Source: an optimization exercise on an open RTL-to-GDS flow (aim: small area). Production flows keep margins and buffers that such runs may drop.
In this exercise RTL edits were held to simulation tests only and were not proved equivalent to the original.
Power and IR drop assume default switching activity.

[flow/run.sh]
#!/bin/bash
# The standard ORFS layout, except that the port buffers are the smallest buffer
# cell instead of the one buffer_ports picks by default.
set -euo pipefail
export BUFFER_PORTS_ARGS="-buffer_cell sky130_fd_sc_hd__buf_1"
bash standard.sh > standard_flow.log 2>&1
[config.mk]
export PLATFORM = sky130hd
export DESIGN_NAME = dsp_krnl_load_ctrl
export DESIGN_NICKNAME = dsp_krnl_load_ctrl
export VERILOG_FILES = /design/flow/design.v
export SDC_FILE = /design/flow/constraint.sdc
export NUM_CORES = 4
export LEC_CHECK = 0
export CAP_MARGIN = 20
export CORE_AREA = 3 2.72 757 59.84
export CTS_CLUSTER_DIAMETER = 40
export CTS_CLUSTER_SIZE = 10
export DIE_AREA = 0 0 760 62
export SLEW_MARGIN = 20
[standard.sh]
#!/bin/bash
# synth_recipe.tcl (not shown) runs the flow's synth.tcl, then flattens the netlist and writes it again
# the make line also repeats each setting of config.mk as NAME=value (left out here)
make -C /OpenROAD-flow-scripts/flow DESIGN_CONFIG=/design/flow/config.mk WORK_HOME=/design/flow/orfs CLKGATE_MAP_FILE= SYNTH_SCRIPT=/design/flow/synth_recipe.tcl "${@:-finish}"
[design.v]
package dsp_conv_pkg;
  typedef enum logic [1:0] {
    IDLE = 2'd0,
    LOAD = 2'd1,
    SWAP = 2'd2,
    DONE = 2'd3
  } krnl_state_t;
  function automatic integer krnl_words(input integer kern_sz, input integer img_d);
    krnl_words = kern_sz * kern_sz * img_d;
  endfunction
endpackage
module dsp_onehot_dec #(
  parameter int N = 8,
  parameter int W = 3
) (
  input  logic         i_en,
  input  logic [W-1:0] i_idx,
  output logic [N-1:0] o_onehot
);
  generate
    for (genvar gi = 0; gi < N; gi++) begin : g_bit
      assign o_onehot[gi] = i_en && (i_idx == W'(gi));
    end
  endgenerate
endmodule
module dsp_krnl_load_ctrl #(
  parameter int NUM_TILES = 480,
  parameter int KERN_SZ   = 3,
  parameter int IMG_D     = 6,
  parameter int A_W       = 14,
  parameter int M_W       = 18,
  localparam int KRNL_WORDS = dsp_conv_pkg::krnl_words(KERN_SZ, IMG_D),
  localparam int TILE_W     = $clog2(NUM_TILES)
) (
  input  logic                 clk,
  input  logic                 rst,
  input  logic                 ce,
  input  logic                 cmd_valid,
  output logic                 cmd_ready,
  input  logic [TILE_W-1:0]    cmd_tile,
  input  logic                 cmd_bank,
  input  logic                 cmd_swap,
  input  logic                 s_valid,
  output logic                 s_ready,
  input  logic [M_W-1:0]       s_data,
  output logic [A_W-1:0]       krnl_wraddr,
  output logic [M_W-1:0]       krnl_wrdata,
  output logic [NUM_TILES-1:0] krnl_bram1_wren,
  output logic [NUM_TILES-1:0] krnl_bram2_wren,
  output logic [NUM_TILES-1:0] ld_new_kernel,
  output logic                 busy,
  output logic                 done,
  output logic                 cmd_err
);
  localparam int               IDX_W    = $clog2(KRNL_WORDS);
  localparam logic [IDX_W-1:0] PREV_IDX = IDX_W'(KRNL_WORDS - 2);
  localparam int               LO_W     = 5;
  localparam int               LO_N     = 1 << LO_W;
  localparam int               HI_N     = (NUM_TILES + LO_N - 1) / LO_N;
  localparam logic [2:0] S_IDLE   = 3'b000;
  localparam logic [2:0] S_IDLE_D = 3'b001;   
  localparam logic [2:0] S_IDLE_E = 3'b010;   
  localparam logic [2:0] S_LOAD   = 3'b100;
  localparam logic [2:0] S_SWAP   = 3'b101;
  localparam logic [2:0] S_DONE   = 3'b110;
  localparam logic [2:0] S_DONE_L = 3'b111;   
  logic [2:0]           r_state;
  logic [TILE_W-1:0]    r_tile;
  logic                 r_bank;
  logic                 r_swap;
  logic                 r_first;    
  logic [IDX_W-1:0]     r_wraddr;   
  logic [M_W-1:0]       r_wrdata;
  logic                 r_wr;       
  logic w_idle, w_load, w_swap, w_done;
  logic w_cmd_ready, w_s_ready, w_cmd_fire, w_tile_ok, w_beat, w_last;
  assign w_idle      = !r_state[2];
  assign w_load      = (r_state == S_LOAD);
  assign w_swap      = (r_state == S_SWAP);
  assign w_done      = r_state[2] && r_state[1];
  assign w_cmd_ready = w_idle && ce && !rst;
  assign w_s_ready   = w_load && ce && !rst;
  assign w_cmd_fire  = cmd_valid && w_cmd_ready;
  assign w_tile_ok   = (cmd_tile < TILE_W'(NUM_TILES));
  assign w_beat      = s_valid && w_s_ready;
  assign w_last      = !r_first && (r_wraddr == PREV_IDX);
  always_ff @(posedge clk) begin
    if (rst) begin
      r_state  <= S_IDLE;
      r_tile   <= '0;
      r_bank   <= 1'b0;
      r_swap   <= 1'b0;
      r_first  <= 1'b0;
      r_wraddr <= '0;
      r_wrdata <= '0;
      r_wr     <= 1'b0;
    end else begin
      r_wr <= w_beat;
      if (w_idle) begin
        r_state <= S_IDLE;
        if (w_cmd_fire) begin
          r_state <= w_tile_ok ? S_LOAD : S_IDLE_E;
        end
      end else if (ce) begin
        if (w_swap) begin
          r_state <= S_DONE_L;
        end else if (w_done) begin
          r_state <= S_IDLE_D;
        end else if (w_beat && w_last) begin
          r_state <= r_swap ? S_SWAP : S_DONE;
        end
      end else if (r_state == S_DONE_L) begin
        r_state <= S_DONE;
      end
      if (w_cmd_fire && w_tile_ok) begin
        r_tile  <= cmd_tile;
        r_bank  <= cmd_bank;
        r_swap  <= cmd_swap;
        r_first <= 1'b1;
      end
      if (w_beat) begin
        r_wraddr <= r_first ? '0 : r_wraddr + IDX_W'(1);
        r_wrdata <= s_data;
        r_first  <= 1'b0;
      end
    end
  end
  logic w_fl1, w_fl2, w_flld;
  logic [LO_N-1:0] w_lo_n;
  logic [HI_N-1:0] w_hi1_n, w_hi2_n, w_hild_n;
  logic [TILE_W-LO_W-1:0] w_hi;
  assign w_hi   = r_tile[TILE_W-1:LO_W];
  assign w_fl1  = r_wr && !r_bank;
  assign w_fl2  = r_wr && r_bank;
  assign w_flld = (r_state == S_DONE_L);
  generate
    for (genvar gl = 0; gl < LO_N; gl++) begin : g_lo
      assign w_lo_n[gl] = !(r_tile[LO_W-1:0] == LO_W'(gl));
    end
    for (genvar gh = 0; gh < HI_N; gh++) begin : g_hi
      assign w_hi1_n[gh]  = !(w_fl1  && (w_hi == (TILE_W-LO_W)'(gh)));
      assign w_hi2_n[gh]  = !(w_fl2  && (w_hi == (TILE_W-LO_W)'(gh)));
      assign w_hild_n[gh] = !(w_flld && (w_hi == (TILE_W-LO_W)'(gh)));
    end
    for (genvar gi = 0; gi < NUM_TILES; gi++) begin : g_out
      assign krnl_bram1_wren[gi] = !(w_hi1_n[gi / LO_N]  || w_lo_n[gi % LO_N]);
      assign krnl_bram2_wren[gi] = !(w_hi2_n[gi / LO_N]  || w_lo_n[gi % LO_N]);
      assign ld_new_kernel[gi]   = !(w_hild_n[gi / LO_N] || w_lo_n[gi % LO_N]);
    end
  endgenerate
  assign cmd_ready   = w_cmd_ready;
  assign s_ready     = w_s_ready;
  assign busy        = r_state[2];
  assign krnl_wraddr = A_W'(r_wraddr);
  assign krnl_wrdata = r_wrdata;
  assign done        = !r_state[2] && r_state[0];
  assign cmd_err     = !r_state[2] && r_state[1];
endmodule
[constraint.sdc]
create_clock -name core_clock -period 4.0 [get_ports {clk}]
set_input_delay 0.8000 -clock core_clock [delete_from_list [all_inputs] [get_ports {clk}]]
set_output_delay 0.8000 -clock core_clock [all_outputs]
set_load 0.01 [all_outputs]
==> impl_metrics.csv <==
group,metric,value,unit
run_status,status,"timing/DRC/antenna clean",
power,ir_worst_vdd,0.1502,mV
sta,final_hold_viol_count,0,
worst_setup_path,cp.arrival,2940,ps
grt,grt_pass1_wl,104.8,mm
sta,finalSetupViolations,0,
route,first_pass_iters,6,
clock_tree,cts_buffers,5,
place,placed_area,14720,um^2
floorplanning,core-area,43040,um^2
power,combPwrFrac,0.157,
power,p_total,1068,uW
place,gp_congestion,0.9798,
worst_setup_path,required,3200,ps
sta,max_freq,0.2672,GHz
synthesis,synth_cell_type_count,34,
worst_setup_path,criticalPathCategory,"flop to output pin",
run,drv_cap,0,
power,p_leak,0.003734,uW
route,ant_nets,0,
route,num_vias,19380,
floorplanning,pin_count,1511,
synthesis,ys.flop_type,"dfxtp_1",
clock_tree,cts_root_buf,"clkbuf_16",
sta,min_period,3743,ps
clock_tree,cts_resized,0,
sta,min_period_over_period,0.9357,
power,p_seq_frac,0.393,
synthesis,yosysWarnings,1,
sta,setup_tns,0,ps
clock_tree,postCtsHoldBufs,0,
synthesis,ys_seq_area_frac,0.09289,
place,dpl.hpwl,65.26,mm
sta,report.final.slew_viol_count,0,
place,io_buffer_count,1502,
floorplanning,die_w,760,um
grt,grt_overflow,0,
synthesis,synth_area_per_cell,4.224,um^2
power,p_clk_frac,0.450,
clock_tree,h-tree-depth,2,
clock_tree,clock_sinks,40,
cells_and_area,stdcell_area,14910,um^2
floorplanning,fp.dieArea,47120,um^2
cells_and_area,drive_gt1_frac,0.04339,
synthesis,syn_area,8621,um^2
worst_setup_path,ff2ff_path_depth,4,
route,wl_per_cell,21.62,um
power,p_switching,328.8,uW
clock_tree,postCtsSetupBuffers,0,
power,p_int,739.2,uW
clock_tree,cts_tree,"done",
worst_setup_path,cp-start-kind,"flop",
synthesis,syn_inst,2041,
synthesis,synth_seq_cells,40,
grt,grtUsageTotal,0.3192,
sta,grt_setup_unrepaired,"no",
cells_and_area,area_delta_synth_final,72.96,%
route,drt_iter0_markers,3701,
worst_hold_path,hold_depth,2,
grt,grt_max_degree,46,
floorplanning,die_y,62,um
worst_setup_path,crit_path_max_fanout,32,
cells_and_area,fillers,5213,
route,routed_via_density,4.889,
sta,tightest_slew,1192,ps
cells_and_area,nets,3377,
cells_and_area,multiInputGateArea,6862,um^2
worst_hold_path,hold_path.class,"flop to flop",
route,drt_wl_total,85.68,mm
synthesis,synth_edf_count,0,
floorplanning,rows,21,
clock_tree,insertion_delay,290,ps
worst_setup_path,cp-end-kind,"output pin",
cells_and_area,num_antenna_cells,0,
route,post-route-drc-count,0,
clock_tree,clockBufferDepth,2,
cells_and_area,regArea,800.8,um^2
grt,grt_pass1_vias,12420,
floorplanning,floorplan.initialDensity,0.2003,
sta,slew_headroom,0.2026,
clock_tree,clkSlewWorstSetupHoldPaths,70,ps
sta,clock_skew,4.457,ps
power,p_per_area,71.63,nW/um^2
grt,antenna_found_initial,4,
synthesis,postSynth.asyncResetShare,0,
power,p_sw_frac,0.3079,
==> power by group through the flow <==
stage          clock network (uW)  logic [uW]  registers [uW]
6_report                      481         167             420
5_1_grt                       506         174             421
4_1_cts                       486         157             419
3_5_place_dp                    0         156             428
3_3_place_gp                    0         157             428
2_1_floorplan                   0        89.1             423
==> worst paths after layout <==
check,startpoint,end,slack [ps]
setup / recovery,r_state[2],ld_new_kernel[412],260
hold / removal,r_wrdata[12],r_wrdata[12],480
setup reg to reg,r_state[2],r_state[1],1840
hold reg to reg,r_wrdata[12],r_wrdata[12],480
==> state kept, by name (all words and copies together), names as in the netlist <==
signal	flops
r_wrdata	18
r_tile	9
r_wraddr	6
r_state	3
r_bank	1
r_first	1
r_swap	1
r_wr	1
==> cells in the mapped netlist (3+ instances only) <==
cell type	number	share of area
a21oi_1	13	0.0075
dfxtp_1	40	0.093
nand3b_1	20	0.017
buf_4	8	0.0070
nor2b_1	6	0.0044
nand2b_1	5	0.0036
nor3_1	14	0.0081
nand2_1	139	0.061
inv_1	5	0.0022
nor2_1	1467	0.64
nand4_1	3	0.0022
clkbuf_1	242	0.11
or3_1	3	0.0022
nor3b_1	5	0.0044
o21ai_0	3	0.0017
buf_2	7	0.0041
buf_1	38	0.017
==> stage by stage <==
| step | instances | hold WS [ps] | util | setup WS (ps) |
|---|---|---|---|---|
| floorplan | 2048 | 445.1 | - | 1735 |
| global placement | 3955 | 466.2 | 0.3420 | 818.9 |
| detailed placement | 3955 | 470.5 | 0.3420 | 771.6 |
| CTS | 3963 | 481.8 | 0.3460 | 441.4 |
| global route | 3963 | 501.4 | 0.3464 | 102.6 |
| finish | 3963 | 480.0 | 0.3464 | 257.2 |
==> critical path, cell delays in order (launching register included) <==
cell and delay [ps]:
dfxtp_1 530, and3_1 720, buf_4 260, nand2_2 630, nor2_1 310, buf_1 180
==> cell families after synthesis <==
family,Yosys count,share of synthesized area
adders and majority gates,2,0.002902
other,1,0.0004350
xor gates and xnor gates,2,0.002032
and+or+nand+nor,1676,0.7538
DFF,40,0.09289
buffers and inverters,300,0.1351
AOI/OAI and AO/OA,20,0.01277
==> cell type report <==
class                           count  share of cell area
Inverter                            5            0.001259
Sequential cell                    40             0.05370
Clock buffer                        5            0.008391
Multi-Input combinational cell   1708              0.4602
Tap cell                          621             0.05211
Clock inverter                      3            0.003105
Timing Repair Buffer             1581              0.4212
==> placed cells by master (no fill, tap or decap), types with 2 or more instances in the layout <==
| cell | instances |
|---|---|
| a21oi_1 | 13 |
| and2_1 | 2 |
| and3_1 | 2 |
| buf_1 | 1502 |
| buf_12 | 4 |
| buf_4 | 75 |
| clkbuf_16 | 5 |
| conb_1 | 8 |
| dfxtp_1 | 40 |
| ha_1 | 2 |
| inv_1 | 5 |
| nand2_1 | 83 |
| nand2_2 | 48 |
| nand2_4 | 8 |
| nand2b_1 | 5 |
| nand3_1 | 2 |
| nand3b_1 | 20 |
| nand4_1 | 3 |
| nand4bb_1 | 2 |
| nor2_1 | 1467 |
| nor2b_1 | 6 |
| nor3_1 | 14 |
| nor3b_1 | 5 |
| nor4_1 | 2 |
| o21ai_0 | 3 |
| or3_1 | 3 |
==> per-layer routing <==
layer  routed length (um)  part of all wire  vias to the layer above  global-route usage
met1                37610              0.44                     9416              0.4646
li1                     -                 -                     8521                   -
met4                  426            0.0050                        2             0.02756
met3                16500              0.19                       66              0.2041
met2                30810              0.36                     1372              0.3670
met5                  333            0.0039                        -             0.04312

what the ideal ports hide:
Ports are ideal in the flow. The routed layout listed here was re-timed in OpenROAD. Step 1, drivers: a clkbuf_16 drives clk and a buf_2 each remaining input, both assumed. Step 2 adds t to the input delays and takes it off the output delays; t is the mean of the earliest and latest rising clock arrival at the registers after step 1. Input paths then give back, and output paths get back, about the clock's delay inside the block. Three values: ideal ports, drivers, drivers and shift; two values: the first two.
t (ns): 0.327
setup WS [ns]: 0.257 / 0.224 / 0.551
latest minus earliest clock arrival (ns): 0.008 / 0.008
After both steps this run still meets setup and hold. For this run, drivers alone change the setup slack by -0.033 ns; drivers and shift together by +0.294 ns.
